What follows belongs to an exercise in optimizing a design on an open flow for small area, a short achievable clock period and few clock cycles per item; a production flow would make more cautious choices. Where RTL was checked, it was by simulation tests only, not by an equivalence proof against the original.

==> build 40: inputs <==
## inclusive_day_count_between_dates
module inclusive_day_count_between_dates #(
	parameter int unsigned MAX_YEAR = 9999
) (
	input  logic        clk,
	input  logic        arst_n,
	input  logic        dates_valid,
	output logic        dates_ready,
	input  logic [4:0]  dates_start_day,
	input  logic [3:0]  dates_start_month,
	input  logic [13:0] dates_start_year,
	input  logic [4:0]  dates_end_day,
	input  logic [3:0]  dates_end_month,
	input  logic [13:0] dates_end_year,
	output logic        result_valid,
	input  logic        result_ready,
	output logic [21:0] result_day_count,
	output logic        result_order_error
);
	logic en1;
	logic en2;
	idc_controller u_ctrl (
		.clk       (clk),
		.arst_n    (arst_n),
		.in_valid  (dates_valid),
		.in_ready  (dates_ready),
		.out_valid (result_valid),
		.out_ready (result_ready),
		.en1       (en1),
		.en2       (en2)
	);
	idc_datapath u_dp (
		.clk         (clk),
  ...
make LEC_CHECK=0 CAP_MARGIN=20 CORE_MARGIN=2 CORE_UTILIZATION=40 SLEW_MARGIN=20 SYNTH_HIERARCHICAL=1 finish   # period 10.0 ns
run.sh (not shown) runs the stock make flow with config.mk's settings and CLKGATE_MAP_FILE= SYNTH_SCRIPT=/design/flow/synth_recipe.tcl, a recipe that flattens the netlist after the stock synthesis.
==> inputs of trial 7, as changes to build 40 <==
--- a/flow/config.mk
+++ b/flow/config.mk
@@ -9,4 +9,6 @@
 export CORE_MARGIN = 2
 export CORE_UTILIZATION = 40
+export CTS_BUF_LIST = sky130_fd_sc_hd__clkbuf_8
+export SETUP_SLACK_MARGIN = 5
 export SLEW_MARGIN = 20
 export SYNTH_HIERARCHICAL = 1
==> results.yml <==
cells_and_area:
  nonClkBufAreaFrac_pct: 8.15
  nFillCells: 2357
  final_cell_mix: "168 x ha_1, 136 x fa_1, 74 x edfxtp_1, 60 x inv_1, 48 x clkdlybuf4s50_1"
  nNetsFinal: 1357
  clkCellAreaFrac_pct: 1.38
outcome:
  status: "no timing/DRC/antenna violations"
global_routing:
  grt_pass1_wl_um: 34600
  grt_pass1_vias: 6628
worst_setup_path:
  crit_slowest_cell: "fa_1"
  crit_required_ns: 10.12
route:
  wirelength_met1_um: 10300
timing:
  slew-limit-headroom_pct: 33.5
The numbers above come from trial 7.

==> results.yml <==
timing:
  slew-limit-headroom_pct: 33.0
worst_setup_path:
  crit_required_ns: 10.11
  crit_slowest_cell: "clkdlybuf4s50_1"
  rrSetupSlack_ns: 4.09
cells_and_area:
  clkCellAreaFrac_pct: 2.44
  nFillCells: 2395
  nNetsFinal: 1323
  regMostFlops: "u_dp.r_q"
outcome:
  status: "no timing/DRC/antenna violations"
synthesis:
  synth-xor-area-share_pct: 3.61
  synth.most_common_cell: "ha_1"
  yosys-mux-area-fraction_pct: 1.61
  synth_area_mm2: 0.0104
global_routing:
  grt_pass1_wl_um: 34200
The numbers above come from build 40.

Testbench counts of build 40, summed over its fixed seeds: cycles 3,216, items 3,200.
Testbench counts of trial 7, summed over its fixed seeds: cycles 3,216, items 3,200.

========
==> inputs of 10-19 <==
inclusive_day_count_between_dates, a different RTL version from the one above (not shown whole).
Settings: LEC_CHECK=0, CAP_MARGIN=20, CORE_MARGIN=2, CORE_UTILIZATION=40, CTS_BUF_LIST=sky130_fd_sc_hd__clkbuf_8, SETUP_SLACK_MARGIN=5, SLEW_MARGIN=20, SYNTH_HIERARCHICAL=1; clock period 10.0 ns.
standard.sh (not shown) runs the stock make flow with config.mk's settings and CLKGATE_MAP_FILE= SYNTH_SCRIPT=/design/flow/synth_recipe.tcl, a recipe that flattens the netlist after the stock synthesis.
==> flow/flow/run.sh <==
#!/bin/bash
# The standard layout (the standard.sh, unchanged synthesis), with the
# port buffers made from the smallest buffer cell instead of the default
# choice; the resizer still upsizes them where timing needs it. ORFS writes
# each step's full log under orfs/logs; make's own output goes to
# standard.log.
set -uo pipefail
bash standard.sh "BUFFER_PORTS_ARGS=-buffer_cell sky130_fd_sc_hd__buf_1" finish > standard.log 2>&1
==> 04-17 (differences from 10-19) <==
==> flow/flow/run.sh (replaced) <==
#!/bin/bash
# The standard layout (the standard.sh, unchanged synthesis), with the
# port buffers made from the smallest buffer cell instead of the default
# choice (the resizer still upsizes them where timing needs it), and the
# resizer's setup target set further below the clock period. ORFS writes
# each step's full log under orfs/logs; make's own output goes to
# standard.log.
set -uo pipefail
bash standard.sh "BUFFER_PORTS_ARGS=-buffer_cell sky130_fd_sc_hd__buf_1" SETUP_SLACK_MARGIN=5.6 finish > standard.log 2>&1
==> run notes <==
Number of cells upsized or downsized after cts: 10-19 49; 04-17 140
Maximum number of pins on one net before global-route repair: 10-19 46; 04-17 25
Total number of vias: 10-19 6,829; 04-17 7,007
Skew-Pair Late Insertion Delay: 10-19 0.37 ns; 04-17 0.38 ns
Flop2flop setup slack: 10-19 5.04 ns; 04-17 5.18 ns
Worst path setup slack after routing: 10-19 4.94 ns; 04-17 4.94 ns
Normalized max-slew margin: 10-19 43.5%; 04-17 45.7%
Multi-input combinational cell area: 10-19 8330 µm²; 04-17 8870 µm²
Final design utilization: 10-19 47.7%; 04-17 51.0%
Met2 wire length: 10-19 9670 µm; 04-17 10,800 µm
Non-clock buffer area fraction after layout: 10-19 5.26%; 04-17 7.37%
Result of the run: 10-19 no timing/DRC/antenna violations; 04-17 no timing/DRC/antenna violations
Grt met1 use: 10-19 23.9%; 04-17 24.6%
Layout overhead on the synthesized area: 10-19 17.9%; 04-17 26.0%
Number of logic stages on the critical path including buffering: 10-19 16; 04-17 15
Via count of the first global-routing pass: 10-19 6,539; 04-17 7,134
GRT Overall Usage: 10-19 16.2%; 04-17 17.7%
No functional check of the RTL was part of any run of this note.

========
==> run D: inputs <==
Another version of the RTL of inclusive_day_count_between_dates (not shown whole).
Settings: LEC_CHECK=0, CAP_MARGIN=20, CORE_MARGIN=2, CORE_UTILIZATION=40, CTS_BUF_LIST=sky130_fd_sc_hd__clkbuf_8, SETUP_SLACK_MARGIN=5, SLEW_MARGIN=20, SYNTH_HIERARCHICAL=1; clock period 10.0 ns.
==> flow/flow/run.sh <==
#!/bin/bash
# The standard layout (the standard.sh, unchanged synthesis), with the
# port buffers made from the smallest buffer cell instead of the default
# choice; the resizer still upsizes them where timing needs it. ORFS writes
# each step's full log under orfs/logs; make's own output goes to
# standard.log.
set -uo pipefail
bash standard.sh "BUFFER_PORTS_ARGS=-buffer_cell sky130_fd_sc_hd__buf_1" finish > standard.log 2>&1
==> run G (differences from run D) <==
ABC_CLOCK_PERIOD_IN_PS = 3000   (was default)
==> notes <==
- Run G completed with no timing, DRC or antenna violations. Run D finished with timing, DRC and antenna clean.
- In via count, run D and run G do not differ.
- In final area, run D and run G do not differ.
- In non-clock buffer count, run D and run G do not differ.
- Clock skew is the same in run D and run G.
- Wire length is the same in run D and run G.
==> figures <==
Post-synthesis sequential area ratio: run D 19.7%; run G 19.7%
Final-report setup violation count: run D 0; run G 0
Worst stage delay on the critical path: run D 510 ps; run G 510 ps
Layout Skew: run D 9.48 ps; run G 9.48 ps
Crit Reg-Reg Endpoint: run D u_dp.r_q[17]; run G u_dp.r_q[17]
Top cell class by occupied area: run D multi-input combinational cells; run G multi-input combinational cells
Run status: run D finished clean; run G finished clean
Most repeated cell in the gate-level netlist after synthesis: run D ha_1; run G ha_1
Number of rows created at floorplan: run D 58; run G 58
Number of signal-net buffers in the layout: run D 110; run G 110
No run of this note included a check of the RTL's function; only the layout flow was run.

========
==> inputs of zinc <==
inclusive_day_count_between_dates, a different RTL version from the one above (not shown whole).
==> flow/design.v (excerpt) <==
module inclusive_day_count_between_dates #(
	parameter int unsigned MAX_YEAR = 9999
) (
	input  logic        clk,
	input  logic        arst_n,
	input  logic        dates_valid,
	output logic        dates_ready,
	input  logic [4:0]  dates_start_day,
	input  logic [3:0]  dates_start_month,
	input  logic [13:0] dates_start_year,
	input  logic [4:0]  dates_end_day,
	input  logic [3:0]  dates_end_month,
	input  logic [13:0] dates_end_year,
	output logic        result_valid,
	input  logic        result_ready,
	output logic [21:0] result_day_count,
	output logic        result_order_error
);
==> module idc_controller, before the edit <==
module idc_controller (
	input  logic clk,
	input  logic arst_n,
	input  logic in_valid,
	output logic in_ready,
	output logic out_valid,
	input  logic out_ready,
	output logic en1,
	output logic en2,
	output logic full
);
	logic v1_q;
	logic v2_q;
	assign en2      = !v2_q || out_ready;
	assign en1      = !v1_q || en2;
	assign in_ready = en1;
	assign full     = v1_q && v2_q;
	always_ff @(posedge clk or negedge arst_n) begin
		if (!arst_n) begin
			v1_q <= 1'b0;
			v2_q <= 1'b0;
		end else begin
			if (en1) begin
				v1_q <= in_valid;
			end
			if (en2) begin
				v2_q <= v1_q;
			end
		end
	end
	assign out_valid = v2_q;
endmodule
==> module inclusive_day_count_between_dates, before the edit <==
module inclusive_day_count_between_dates #(
	parameter int unsigned MAX_YEAR = 9999
) (
	input  logic        clk,
	input  logic        arst_n,
	input  logic        dates_valid,
	output logic        dates_ready,
	input  logic [4:0]  dates_start_day,
	input  logic [3:0]  dates_start_month,
	input  logic [13:0] dates_start_year,
	input  logic [4:0]  dates_end_day,
	input  logic [3:0]  dates_end_month,
	input  logic [13:0] dates_end_year,
	output logic        result_valid,
	input  logic        result_ready,
	output logic [21:0] result_day_count,
	output logic        result_order_error
);
	logic en1;
	logic en2;
	logic full;
	logic ready_unused;
	idc_controller u_ctrl (
		.clk       (clk),
		.arst_n    (arst_n),
		.in_valid  (dates_valid),
		.in_ready  (ready_unused),
		.out_valid (result_valid),
		.out_ready (result_ready),
		.en1       (en1),
		.en2       (en2),
		.full      (full)
	);
	assign dates_ready = !full || result_ready;
	idc_datapath u_dp (
		.clk         (clk),
		.en1         (en1),
		.en2         (en2),
		.s_day       (dates_start_day),
		.s_month     (dates_start_month),
		.s_year      (dates_start_year),
		.e_day       (dates_end_day),
		.e_month     (dates_end_month),
		.e_year      (dates_end_year),
		.day_count   (result_day_count),
		.order_error (result_order_error)
	);
endmodule
clock: 10.0 ns
lec_check: 0
cap_margin: 20
core_margin: 2
core_utilization: 40
cts_buf_list: sky130_fd_sc_hd__clkbuf_8
setup_slack_margin: 5
slew_margin: 20
synth_hierarchical: 1
==> flow/flow/run.sh <==
#!/bin/bash
# The standard layout (the standard.sh, unchanged synthesis), with the
# port buffers made from the smallest buffer cell instead of the default
# choice (the resizer still upsizes them where timing needs it), and the
# resizer's setup target 5.6 ns below the clock period instead of 5. ORFS writes
# each step's full log under orfs/logs; make's own output goes to
# standard.log.
set -uo pipefail
bash standard.sh "BUFFER_PORTS_ARGS=-buffer_cell sky130_fd_sc_hd__buf_1" SETUP_SLACK_MARGIN=5.6 finish > standard.log 2>&1
==> violet: changes against zinc <==
--- a/flow/design.v
+++ b/flow/design.v
@@ -26,15 +26,13 @@
 	output logic out_valid,
 	input  logic out_ready,
 	output logic en1,
-	output logic en2,
-	output logic full
+	output logic en2
 );
 	logic v1_q;
 	logic v2_q;
 	assign en2      = !v2_q || out_ready;
 	assign en1      = !v1_q || en2;
 	assign in_ready = en1;
-	assign full     = v1_q && v2_q;
 	always_ff @(posedge clk or negedge arst_n) begin
 		if (!arst_n) begin
 			v1_q <= 1'b0;
@@ -1764,20 +1762,16 @@
 );
 	logic en1;
 	logic en2;
-	logic full;
-	logic ready_unused;
 	idc_controller u_ctrl (
 		.clk       (clk),
 		.arst_n    (arst_n),
 		.in_valid  (dates_valid),
-		.in_ready  (ready_unused),
+		.in_ready  (dates_ready),
 		.out_valid (result_valid),
 		.out_ready (result_ready),
 		.en1       (en1),
-		.en2       (en2),
-		.full      (full)
+		.en2       (en2)
 	);
-	assign dates_ready = !full || result_ready;
 	idc_datapath u_dp (
 		.clk         (clk),
 		.en1         (en1),
==> flow/flow/run.sh (replaced) <==
#!/bin/bash
# The standard layout (the standard.sh, unchanged synthesis), with the
# port buffers made from the smallest buffer cell instead of the default
# choice; the resizer still upsizes them where timing needs it. ORFS writes
# each step's full log under orfs/logs; make's own output goes to
# standard.log.
set -uo pipefail
bash standard.sh "BUFFER_PORTS_ARGS=-buffer_cell sky130_fd_sc_hd__buf_1" finish > standard.log 2>&1
Settings changed: SETUP_SLACK_MARGIN 5 to 4.7.
==> xenon: changes against zinc <==
==> flow/flow/run.sh (replaced) <==
#!/bin/bash
# The standard layout (the standard.sh, unchanged synthesis), with the
# port buffers made from the smallest buffer cell instead of the default
# choice (the resizer still upsizes them where timing needs it), and the
# resizer's setup target 5.3 ns below the clock period instead of 5. ORFS writes
# each step's full log under orfs/logs; make's own output goes to
# standard.log.
set -uo pipefail
bash standard.sh "BUFFER_PORTS_ARGS=-buffer_cell sky130_fd_sc_hd__buf_1" SETUP_SLACK_MARGIN=5.3 finish > standard.log 2>&1
==> quartz: changes against zinc <==
==> flow/flow/run.sh (replaced) <==
#!/bin/bash
# The standard layout (the standard.sh, unchanged synthesis), with the
# port buffers made from the smallest buffer cell instead of the default
# choice; the resizer still upsizes them where timing needs it. ORFS writes
# each step's full log under orfs/logs; make's own output goes to
# standard.log.
set -uo pipefail
bash standard.sh "BUFFER_PORTS_ARGS=-buffer_cell sky130_fd_sc_hd__buf_1" finish > standard.log 2>&1
==> run notes <==
Clock skew: quartz < violet < zinc < xenon. In violet the global-route usage is lower than in zinc, by 0.30 points. In xenon the via count is smaller than in zinc, by 4.5%. In violet the first-iteration DRC count is larger than in zinc, by about 15%. Between zinc and xenon, the lower core utilization is in xenon (gap 3.4 points). In synthesized cell count, quartz and xenon do not differ.
Testbench counts of zinc, summed over its fixed seeds: cycles 3,216, items 3,200.
Testbench counts of violet, summed over its fixed seeds: cycles 3,216, items 3,200.
Testbench counts of xenon, summed over its fixed seeds: cycles 3,216, items 3,200.
Testbench counts of quartz, summed over its fixed seeds: cycles 3,216, items 3,200.

========
==> inputs of job 5561 <==
Another version of the RTL of inclusive_day_count_between_dates (not shown whole).
export LEC_CHECK = 0
export CAP_MARGIN = 20
export CORE_MARGIN = 2
export CORE_UTILIZATION = 40
export CTS_BUF_LIST = sky130_fd_sc_hd__clkbuf_8
export SETUP_SLACK_MARGIN = 5
export SLEW_MARGIN = 20
export SYNTH_HIERARCHICAL = 1
create_clock -name core_clock -period 10.0 [get_ports {clk}]
==> flow/flow/run.sh <==
#!/bin/bash
# The standard layout (the standard.sh, unchanged synthesis), with the
# port buffers made from the smallest buffer cell instead of the default
# choice; the resizer still upsizes them where timing needs it. ORFS writes
# each step's full log under orfs/logs; make's own output goes to
# standard.log.
set -uo pipefail
bash standard.sh "BUFFER_PORTS_ARGS=-buffer_cell sky130_fd_sc_hd__buf_1" finish > standard.log 2>&1
==> job 9535 (differences from job 5561) <==
--- a/flow/config.mk
+++ b/flow/config.mk
@@ -6,4 +6,5 @@
 export NUM_CORES = 4
 export LEC_CHECK = 0
+export ABC_AREA = 1
 export CAP_MARGIN = 20
 export CORE_MARGIN = 2
==> run notes <==
WP data required - 8000 ps
Status - no timing/DRC/antenna violations
Post-CTS Setup Repair Bufs - 1
Commonest cells after routing, fill and taps aside - nand2_1, inv_1, ha_1
End point of the critical path - dates_ready
Non-CTS inverters - 286
Delay-heaviest family, CP - buffers and inverters
Die X-Extent - 163 µm
Crit path kind - primary input to output port
Core Region - 25000 µm²
R2R Path Start - u_dp.sb_q[1]$_SDFFCE_PN1P_
Final net count - 1630
# Taps - 330
R2R cell count - 26
Area occupied by multi-input gates - 7030 µm²
Global-route wire length before repair - 35000 µm
Vias - 7361
Final Util - 0.442
# the run above: job 9535

==> run notes <==
Status - no timing/DRC/antenna violations
R2R cell count - 19
Die X-Extent - 158 µm
RePlAce Congestion - 0.842
Core Region - 23400 µm²
Commonest cells after routing, fill and taps aside - a21o_1, fa_1, ha_1
Crit path kind - flip-flop to flip-flop
Final Util - 0.451
R2R Path Start - u_dp.sb_q[0]$_SDFFCE_PP1P_
# Taps - 319
Met1 wire length - 9840 µm
End point of the critical path - u_dp.r_q[22]$_DFFE_PP_
Non-CTS inverters - 56
# the run above: job 5561

Testbench counts of job 5561, summed over its fixed seeds: cycles 3,216, items 3,200.
Testbench counts of job 9535, summed over its fixed seeds: cycles 3,216, items 3,200.

afterwards: timing with drivers on the ports:
No port has a modelled driver above. Below, the same layouts with a new extraction and two added sets of constraints.
Step 1, drivers: a clkbuf_16 drives clk and a buf_2 each remaining input, both assumed.
Step 2 times the ports against the registers' clock, not the clock port: input delays grow and output delays shrink by t, the midpoint of the rising clock arrivals with the driver on.
a / b / c = ideal ports / drivers / drivers and shift; a / b = the first two.
run | t, ns | setup slack, ns | hold slack, ns | worst slew at a driven data input, ns | pins driven straight from the clock port
build 40 | 0.386 | 3.967 / 3.985 / 3.599 | 0.532 / 0.532 / 0.532 | 0.04 | 1
trial 7 | 0.416 | 4.745 / 4.745 / 4.492 | 0.564 / 0.564 / 0.564 | 0.04 | 1
10-19 | 0.400 | 4.945 / 4.918 / 4.518 | 0.512 / 0.512 / 0.512 | 0.07 | 1
04-17 | 0.420 | 4.937 / 4.919 / 4.498 | 0.895 / 0.895 / 0.895 | 0.07 | 1
run D | 0.383 | 4.063 / 4.051 / 3.668 | 0.557 / 0.557 / 0.557 | 0.07 | 1
run G | 0.383 | 4.063 / 4.051 / 3.668 | 0.557 / 0.557 / 0.557 | 0.07 | 1
zinc | 0.379 | 5.371 / 5.371 / 4.996 | 0.541 / 0.541 / 0.541 | 0.08 | 1
violet | 0.386 | 4.812 / 4.823 / 4.437 | 0.524 / 0.524 / 0.524 | 0.05 | 1
xenon | 0.374 | 5.356 / 5.351 / 4.977 | 0.546 / 0.546 / 0.546 | 0.05 | 1
quartz | 0.382 | 5.138 / 5.138 / 4.794 | 0.541 / 0.541 / 0.541 | 0.03 | 1
job 5561 | 0.390 | 5.022 / 5.022 / 4.721 | 0.548 / 0.548 / 0.548 | 0.04 | 1
job 9535 | 0.390 | 5.126 / 5.107 / 4.941 | 0.631 / 0.631 / 0.631 | 0.05 | 1
After both steps setup and hold are still met in every run listed. For 04-17, which loses most, drivers alone change the setup slack by -0.018 ns; drivers and shift together by -0.439 ns.
